Source: an optimization exercise on an open RTL-to-GDS flow (aim: small area). Production flows keep margins and buffers that such runs may drop.
Only simulation tests tie the RTL to the original design; equivalence was not proved.
Power is estimated from default activity; no workload was simulated.

job 9664:
==> flow/design.v <==
package comms_pkg;
  localparam logic [7:0] OP_WRITE_ALL = 8'h00;
  localparam logic [7:0] OP_READ      = 8'h04;
  localparam int unsigned CLKS_PER_BIT_DEFAULT = 25;
  typedef enum logic [2:0] {
    StIdle,
    StHdr1,
    StHdr2,
    StWrite,
    StRead
  } ctrl_state_e;
  typedef enum logic [1:0] {
    TxStart,
    TxData,
    TxStop
  } tx_phase_e;
  typedef enum logic [2:0] {
    RxIdle,
    RxStart,
    RxData,
    RxStop,
    RxBreak
  } rx_state_e;
  localparam logic [4:0] CNT_FIRST      = 5'd1;
  localparam logic [4:0] CNT_HALF_FIRST = 5'd31;
  localparam logic [4:0] CNT_LAST       = 5'd29;
  function automatic logic [4:0] cnt_step(input logic [4:0] s);
    cnt_step = {s[3:0], s[4] ^ s[2]};
  endfunction
  function automatic int unsigned idx_width(input int unsigned n);
    if (n > 1) idx_width = $clog2(n);
    else       idx_width = 1;
  endfunction
endpackage
module uart_rx
#(
  parameter int unsigned CLKS_PER_BIT = comms_pkg::CLKS_PER_BIT_DEFAULT
) (
  input  logic       clk_i,
  input  logic       rst_ni,
  input  logic       rxd_i,
  output logic [7:0] byte_o,
  output logic       byte_valid_o
);
  localparam int unsigned CntW = 5;
  localparam logic [3:0] PosIdle  = 4'd0;
  localparam logic [3:0] PosStart = 4'd1;
  localparam logic [3:0] PosStop  = 4'd2;
  localparam logic [3:0] PosBreak = 4'd3;
  logic            rx_meta_q;
  logic            rx_sync_q;
  logic [3:0]      pos_q;
  logic [CntW-1:0] cnt_q;
  logic [7:0]      shift_q;
  logic            valid_q;
  logic            cnt_last;
  assign cnt_last = (cnt_q == comms_pkg::CNT_LAST);
  always_ff @(posedge clk_i or negedge rst_ni) begin
    if (!rst_ni) begin
      rx_meta_q <= 1'b1;
      rx_sync_q <= 1'b1;
    end else begin
      rx_meta_q <= rxd_i;
      rx_sync_q <= rx_meta_q;
    end
  end
  always_ff @(posedge clk_i or negedge rst_ni) begin
    if (!rst_ni) begin
      pos_q   <= PosIdle;
      valid_q <= 1'b0;
    end else begin
      valid_q <= 1'b0;
      if (pos_q[3]) begin
        if (cnt_last) begin
          pos_q <= (pos_q[2:0] == 3'd7) ? PosStop : pos_q + 1'b1;
        end
      end else begin
        unique case (pos_q[1:0])
          2'd0: begin
            if (!rx_sync_q) begin
              pos_q <= PosStart;
            end
          end
          2'd1: begin
            if (cnt_last) begin
              pos_q <= rx_sync_q ? PosIdle : 4'd8;
            end
          end
          2'd2: begin
            if (cnt_last) begin
              valid_q <= rx_sync_q;
              pos_q   <= rx_sync_q ? PosIdle : PosBreak;
            end
          end
          default: begin
            if (rx_sync_q) begin
              pos_q <= PosIdle;
            end
          end
        endcase
      end
    end
  end
  always_ff @(posedge clk_i) begin
    if (pos_q == PosIdle) begin
      cnt_q <= comms_pkg::CNT_HALF_FIRST;
    end else if (cnt_last) begin
      cnt_q <= comms_pkg::CNT_FIRST;
    end else begin
      cnt_q <= comms_pkg::cnt_step(cnt_q);
    end
    if (pos_q[3] && cnt_last) begin
      shift_q <= {rx_sync_q, shift_q[7:1]};
    end
  end
  assign byte_o       = shift_q;
  assign byte_valid_o = valid_q;
endmodule
module top_level
#(
  parameter int unsigned DATA_ADDRS   = 2,
  parameter int unsigned WORD_BYTES   = 128,
  parameter int unsigned CLKS_PER_BIT = comms_pkg::CLKS_PER_BIT_DEFAULT
) (
  input  logic clk_100mhz,
  input  logic sys_rst,
  input  logic uart_rxd,
  output logic uart_txd
);
  localparam int unsigned     SlotW   = comms_pkg::idx_width(WORD_BYTES);
  localparam int unsigned     CntW    = 5;
  logic [7:0] rx_byte;
  logic       rx_valid;
  uart_rx #(
    .CLKS_PER_BIT(CLKS_PER_BIT)
  ) u_uart_rx (
    .clk_i       (clk_100mhz),
    .rst_ni      (sys_rst),
    .rxd_i       (uart_rxd),
    .byte_o      (rx_byte),
    .byte_valid_o(rx_valid)
  );
  localparam logic [SlotW-1:0] SlotLast = 7'h40;
  function automatic logic [SlotW-1:0] lfsr_step(input logic [SlotW-1:0] s);
    lfsr_step = {s[SlotW-2:0], s[SlotW-1] ^ s[SlotW-2] ^ (s[SlotW-2:0] == '0)};
  endfunction
  logic [WORD_BYTES-1:0] ring_q [2*8];
  logic [SlotW-1:0]      slot_q;      
  comms_pkg::ctrl_state_e state_q;
  logic [SlotW:0]   idx_q;
  logic             pend_q;       
  logic             valid_q;      
  logic [CntW-1:0]  tx_cnt_q;
  logic [3:0]       tx_pos_q;
  logic [7:0]       buf_q;        
  logic             txd_q;
  logic             hit_cur_q;    
  logic             hit_prev;     
  logic [SlotW-1:0] slot_step;
  logic [SlotW-1:0] idx_step;
  logic [7:0]       tap;
  always_comb begin
    hit_prev  = (slot_q == idx_q[SlotW-1:0]);
    slot_step = lfsr_step(slot_q);
    idx_step  = lfsr_step(idx_q[SlotW-1:0]);
    for (int b = 0; b < 8; b++) begin
      tap[b] = idx_q[SlotW] ? ring_q[8+b][WORD_BYTES-1] : ring_q[b][WORD_BYTES-1];
    end
  end
  always_ff @(posedge clk_100mhz) begin
    for (int w = 0; w < 2; w++) begin
      for (int b = 0; b < 8; b++) begin
        ring_q[w*8+b] <= {ring_q[w*8+b][WORD_BYTES-2:0],
                          (pend_q && hit_cur_q && (idx_q[SlotW] == w[0])) ? buf_q[b]
                                                                         : ring_q[w*8+b][WORD_BYTES-1]};
      end
    end
  end
  always_ff @(posedge clk_100mhz or negedge sys_rst) begin
    if (!sys_rst) begin
      slot_q <= '0;
    end else begin
      slot_q <= slot_step;
    end
  end
  always_ff @(posedge clk_100mhz) begin
    hit_cur_q <= hit_prev;
  end
  always_ff @(posedge clk_100mhz) begin
    for (int b = 0; b < 8; b++) begin
      if (state_q == comms_pkg::StWrite) begin
        if (rx_valid) begin
          buf_q[b] <= rx_byte[b];
        end
      end else if (state_q == comms_pkg::StHdr2 || state_q == comms_pkg::StRead) begin
        if ((tx_pos_q > 4'(b)) ? hit_cur_q : hit_prev) begin
          buf_q[b] <= tap[b];
        end
      end
    end
  end
  always_ff @(posedge clk_100mhz or negedge sys_rst) begin
    if (!sys_rst) begin
      state_q <= comms_pkg::StIdle;
      pend_q  <= 1'b0;
      valid_q <= 1'b0;
      txd_q   <= 1'b1;
    end else begin
      if (pend_q && hit_cur_q) begin
        pend_q <= 1'b0;
      end
      unique case (state_q)
        comms_pkg::StIdle: begin
          if (rx_valid) begin
            state_q <= comms_pkg::StHdr1;
          end
        end
        comms_pkg::StHdr1: begin
          if (rx_valid) begin
            state_q <= comms_pkg::StHdr2;
          end
        end
        comms_pkg::StHdr2: begin
          if (rx_valid) begin
            if (tx_pos_q[1]) begin
              valid_q <= 1'b1;
              state_q <= comms_pkg::StWrite;
            end else if (tx_pos_q[0]) begin
              txd_q   <= 1'b0;
              state_q <= comms_pkg::StRead;
            end else begin
              state_q <= comms_pkg::StIdle;
            end
          end
        end
        comms_pkg::StWrite: begin
          if (rx_valid) begin
            pend_q <= 1'b1;
            if (idx_q == {1'b1, SlotLast}) begin
              state_q <= comms_pkg::StIdle;
            end
          end
        end
        comms_pkg::StRead: begin
          if (tx_cnt_q == comms_pkg::CNT_LAST) begin
            if (tx_pos_q == 4'd9) begin
              if (idx_q[SlotW-1:0] == '0) begin
                state_q <= comms_pkg::StIdle;
              end else begin
                txd_q <= 1'b0;
              end
            end else begin
              txd_q <= tx_pos_q[3] | (buf_q[tx_pos_q[2:0]] & valid_q);
            end
          end
        end
        default: state_q <= comms_pkg::StIdle;
      endcase
    end
  end
  always_ff @(posedge clk_100mhz) begin
    if (pend_q && hit_cur_q) begin
      idx_q <= {idx_q[SlotW] ^ (idx_q[SlotW-1:0] == SlotLast), idx_step};
    end
    unique case (state_q)
      comms_pkg::StIdle: begin
        if (rx_valid) begin
          tx_pos_q <= {2'b10, rx_byte == comms_pkg::OP_WRITE_ALL, rx_byte == comms_pkg::OP_READ};
        end
      end
      comms_pkg::StHdr1: begin
        if (rx_valid) begin
          idx_q    <= {rx_byte[0], {SlotW{1'b0}}};
        end
      end
      comms_pkg::StHdr2: begin
        if (rx_valid) begin
          idx_q[SlotW] <= tx_pos_q[0] & idx_q[SlotW];
        end
        if (rx_valid && tx_pos_q[0]) begin
          idx_q[SlotW-1:0] <= idx_step;
          tx_cnt_q <= comms_pkg::CNT_FIRST;
          tx_pos_q <= '0;
        end
      end
      comms_pkg::StRead: begin
        if (tx_cnt_q != comms_pkg::CNT_LAST) begin
          tx_cnt_q <= comms_pkg::cnt_step(tx_cnt_q);
        end else begin
          tx_cnt_q <= comms_pkg::CNT_FIRST;
          if (tx_pos_q == 4'd9) begin
            if (idx_q[SlotW-1:0] != '0) begin
              idx_q[SlotW-1:0] <= idx_step;
              tx_pos_q <= '0;
            end
          end else begin
            tx_pos_q <= tx_pos_q + 1'b1;
          end
        end
      end
      default: ;
    endcase
  end
  assign uart_txd = txd_q;
endmodule
Settings: LEC_CHECK=0, CAP_MARGIN=20, CORE_MARGIN=2, CORE_UTILIZATION=70, GPL_ROUTABILITY_DRIVEN=0, GPL_TIMING_DRIVEN=0, PLACE_DENSITY=0.8, SLEW_MARGIN=20; clock period 10.0 ns.
standard.sh (not shown) runs the stock make flow with config.mk's settings and CLKGATE_MAP_FILE= SYNTH_SCRIPT=/design/flow/synth_recipe.tcl, a recipe that flattens the netlist after the stock synthesis.
==> flow/flow/run.sh <==
#!/bin/bash
# Standard layout, with clock tree synthesis options of our own.
export CTS_ARGS="-sink_clustering_enable -repair_clock_nets -buf_list sky130_fd_sc_hd__clkbuf_8 -root_buf sky130_fd_sc_hd__clkbuf_16 -sink_clustering_size 18 -sink_clustering_max_diameter 45 -dont_use_dummy_load"
bash standard.sh > flow_standard.log 2>&1
Here is what was changed in the inputs of job 3492 compared with job 9664.
- clearing GPL_ROUTABILITY_DRIVEN, which used to be 0
- putting ABC_CLOCK_PERIOD_IN_PS at 100000 where nothing was set
- clearing GPL_TIMING_DRIVEN, which used to be 0
==> run notes <==
Against job 9664 as the reference, job 3492 delivers a lower clock period minus worst slack.
Total count of max-transition violations in the final report came out exactly the same in job 9664 and job 3492.
In the tables for job 9664 and job 3492, setup slack reads higher with job 3492.
From job 9664 to job 3492 the numbers moved as follows: global routing met1 resource utilization +0.21 points, cell area power density comparable.
Relative to job 9664, the routed metal-1 wire length measured on job 3492 has increased by a few percent.
Sequential portion of the cell area of job 3492 is on par with job 9664.

==> port drivers added, routing unchanged <==
In the flow no input, the clock included, has a driving cell. The finished layouts below were timed again as built, in two steps.
Step 1 assumes that a clkbuf_16 drives the clock port and a buf_2 every other input.
Step 2 adds t to the input delays and takes it off the output delays; t is the mean of the earliest and latest rising clock arrival at the registers after step 1. Input paths then give back, and output paths get back, about the clock's delay inside the block.
Slacks: no drivers / after step 1 / after step 2; pairs: no drivers / after step 1.
run | t (ns) | slack for setup (ns) | slew at the worst register clock pin (ns) | worst slew at a driven data input, ns | pins driven straight from the clock port
job 9664 | 0.693 | 6.230 / 6.164 / 6.857 | 0.11 / 0.11 | 0.05 | 1
job 3492 | 0.694 | 6.303 / 6.241 / 6.935 | 0.11 / 0.11 | 0.03 | 1
After both steps setup and hold are still met in every run listed.
